What follows belongs to an exercise in optimizing a design on an open flow for small area, a short achievable clock period and few clock cycles; a production flow would make more cautious choices. Where RTL was checked, it was by simulation tests only, not by an equivalence proof against the original. Power and IR drop assume default switching activity.

// histTop
module histTop #(
    parameter int BIN_WIDTH = histPkg::BIN_WIDTH,
    parameter int COUNT_WIDTH = histPkg::COUNT_WIDTH,
    parameter int HITS_PER_FRAME = histPkg::HITS_PER_FRAME
) (
    input  logic                   clk,
    input  logic                   res,
    input  logic                   start,
    input  logic                   hitValid,
    input  logic [BIN_WIDTH-1:0]   hitBin,
    output logic                   busy,
    output logic                   collecting,
    output logic                   peakValid,
    output logic [BIN_WIDTH-1:0]   peakBin,
    output logic [COUNT_WIDTH-1:0] peakCount
);
==> flow/config.mk <==
export PLATFORM = sky130hd
export DESIGN_NAME = histTop
export DESIGN_NICKNAME = histTop
export VERILOG_FILES = /design/flow/design.v
export SDC_FILE = /design/flow/constraint.sdc
export NUM_CORES = 4
export LEC_CHECK = 0
export CAP_MARGIN = 20
export CORE_MARGIN = 2
export CORE_UTILIZATION = 40
export SLEW_MARGIN = 20
==> flow/constraint.sdc <==
create_clock -name core_clock -period 4.2 [get_ports {clk}]
set_input_delay 0.8400 -clock core_clock [delete_from_list [all_inputs] [get_ports {clk}]]
set_output_delay 0.8400 -clock core_clock [all_outputs]
set_load 0.01 [all_outputs]
run.sh (not shown) runs the stock make flow with config.mk's settings and CLKGATE_MAP_FILE= SYNTH_SCRIPT=/design/flow/synth_recipe.tcl, a recipe that flattens the netlist after the stock synthesis.
Testbench counts at the start, summed over its fixed seeds: cycles 55,492.
Next try:
Settings changed: SETUP_SLACK_MARGIN from default to 1.6.
What happened:
- The new run ran to the end with no violations
- cell area climbs by about 2.8%
- first-iteration DRC count falls by 4.8%
- setup slack improves by 1.1 ns
- worst hold slack is better by 0.15 ns
- sequential cell count stays the same
- wire length increases by about 1%
- utilization rises by 1.3 points
- critical path depth came out higher by 1
- die area stays the same

## run A
Another version of the RTL of histTop (not shown whole).
For scale: roughly 480 flip-flops, ~27 I/O pins.
make LEC_CHECK=0 CAP_MARGIN=0 CORE_MARGIN=2 CORE_UTILIZATION=40 CTS_CLUSTER_DIAMETER=100 CTS_CLUSTER_SIZE=25 SETUP_SLACK_MARGIN=2.2 SLEW_MARGIN=0 finish   # period 4.2 ns
Testbench counts of run A, summed over its fixed seeds: cycles 55,492.
Inputs modified between run A and run B:
- SETUP_SLACK_MARGIN changed from 2.2 to 2.1
### Flow results
Looking at the reports, run A completed the entire flow and the layout it produced met the timing, design-rule and antenna checks.
Run B completed end to end with timing, DRC and antenna clean.
Against run A, detail-routed via count per cell in run B fell by a few percent.
Run B does worse than run A on final critical path time including I/O delays and setup.
Going from run A to run B, maximum frequency shrank by 6.3%, total leakage power went down by about 0.9%, final core utilization now smaller, clock buffer instance count of the final layout rose 1, power in the clock group roughly the same.
The inputs of run C differ from those of run B as listed below.
- SETUP_SLACK_MARGIN changed from 2.1 to 2.3
[summary]
From run B to run C the numbers moved as follows: non-clock buffer count now larger, least setup slack across all paths after layout now larger, cell count now larger, number of clock buffers in the layout now smaller.
## Diff of input files: run D against run C
- SETUP_SLACK_MARGIN now 2.0, was 2.3
Comparing fraction of standard cell area that is sequential for run C and run D, the smaller number came from run C. Looking at number of optimization iterations in the first detailed-route pass, run D sits 2 above run C. Synthesized instance count: run C vs run D, no meaningful difference.

Setup of rev 12:
Another version of the RTL of histTop (not shown whole).
Size: about 1400 cells after synthesis, ~460 flip-flops, about 27 I/O pins, ~19000 µm² of cells after synthesis.
clock: 4.2 ns
lec_check: 0
abc_clock_period_in_ps: 1900
cap_margin: 20
core_margin: 2
core_utilization: 55
setup_slack_margin: 2.3
slew_margin: 20
Rev 12: no failed stages, no open violations at the end
--- input diff rev 12..rev 13 ---
- ABC_CLOCK_PERIOD_IN_PS removed (was 1900)
- SETUP_SLACK_MARGIN changed from 2.3 to 2.2
- CORE_UTILIZATION changed from 55 to 40
## What came out
Rev 13 went all the way through the flow, and no timing, DRC or antenna check failed.
Against rev 12, rev 13 comes in 1.7% higher on power.
[rev 13 vs rev 12] multi-input gate share of total cell area: lower in rev 13
Compare rev 13 and rev 12 | non-clock buffer instance count of the final layout lower: rev 13
input port to asynchronous set/reset pin as the type of the worst min-delay path was reported by rev 12, and register to register by rev 13.
Between rev 12 and rev 13, data arrival time of the critical path increased.
Cmp rev 13 and rev 12 / global-route usage / higher: rev 12
Utilization rev 12 -> rev 13: down
As of rev 13, wire length of the first global-routing pass had fallen slightly compared to rev 12.
Function was not checked in any run of this note: the RTL went through the layout flow alone.

## run 1
histTop, a different RTL version from the one above (not shown whole).
Size: roughly 27 I/O pins, roughly 18000 um^2 of cells after synthesis.
make LEC_CHECK=0 CAP_MARGIN=0 CORE_MARGIN=2 CORE_UTILIZATION=40 CTS_CLUSTER_DIAMETER=100 CTS_CLUSTER_SIZE=25 PLACE_DENSITY=0.7 SETUP_SLACK_MARGIN=2.0 SLEW_MARGIN=0 finish   # period 4.2 ns
Testbench counts of run 1, summed over its fixed seeds: cycles 55,492.
Setup changes, run 1 to run 2
Settings: SETUP_SLACK_MARGIN now 1.9, was 2.0; PLACE_DENSITY no longer set, was 0.7.
==> comparison <==
Core utilization: run 2 lower than run 1
[compare] base=run 1 new=run 2: data required time at the worst endpoint increased by 0.03 ns relative to the old numbers; final critical-path share of the clock period +0.24 points; global-route usage shows an increase of 1.3 points; initial antenna violation count went up by 1.
Compared with run 1, run 2 shows number of buffers and inverters on the critical path higher by 1.
Run 1 vs run 2, endpoint of the worst setup timing path: lo[18][3]$_DFFE_PP_ vs lo[4][3]$_DFFE_PP_
#### Input delta (run 3 over run 2)
Settings: SLEW_MARGIN changed from 0 to 20; SETUP_SLACK_MARGIN changed from 1.9 to 2.0; CAP_MARGIN changed from 0 to 20; CTS_CLUSTER_SIZE changed from 25 to 30.
- A cell with the biggest individual delay on the critical path of sky130_fd_sc_hd__o21bai_1 is what run 3 shows, while sky130_fd_sc_hd__nor3_1 belongs to run 2.
- Run 3 ends up with higher share of cells above drive strength 1 than run 2 does.
- Latest clock arrival within the worst-skew pair delta for run 3 relative to run 2: 0.03 ns lower
- In the flow results for run 2 and run 3, the delay of the slowest cell on the worst path is smaller on run 3.
- Run 3 -> run 2: combinational power flat

-- port drivers added, routing unchanged --
The flow's constraints put no driver on any port. The routed layouts listed below were extracted and timed again, unchanged, in two steps. Step 1 sets driving cells, clkbuf_16 on the clock port and buf_2 on the other inputs (assumed; they add their load-dependent delay and slew). Step 2, shift: input delay + t, output delay - t, t = (earliest + latest rising clock arrival at the registers) / 2. This alone moves slack from input paths to output paths. Three values: ideal ports, drivers, drivers and shift; two values: the first two.
| run | t, ns | setup WS [ns] | slew at the worst register clock pin (ns) |
|---|---|---|---|
| the first run of note 1 | 0.647 | 0.471 / 0.471 / 0.471 | 0.07 / 0.07 |
| the second run of note 1 | 0.646 | 1.570 / 1.570 / 1.570 | 0.07 / 0.07 |
| run A | 0.609 | 2.243 / 2.189 / 1.953 | 0.11 / 0.11 |
| run B | 0.627 | 2.111 / 2.099 / 1.877 | 0.11 / 0.11 |
| run C | 0.625 | 2.230 / 2.197 / 1.910 | 0.11 / 0.11 |
| run D | 0.617 | 2.069 / 2.060 / 1.941 | 0.11 / 0.11 |
| rev 12 | 0.649 | 1.582 / 1.582 / 1.582 | 0.06 / 0.06 |
| rev 13 | 0.651 | 1.495 / 1.495 / 1.495 | 0.07 / 0.07 |
| run 1 | 0.611 | 1.962 / 1.962 / 1.962 | 0.11 / 0.11 |
| run 2 | 0.619 | 1.952 / 1.952 / 1.952 | 0.10 / 0.10 |
| run 3 | 0.604 | 1.989 / 1.989 / 1.931 | 0.12 / 0.12 |
After both steps setup and hold are still met in every run listed. For run C, which loses most, drivers alone change the setup slack by -0.033 ns; drivers and shift together by -0.320 ns.
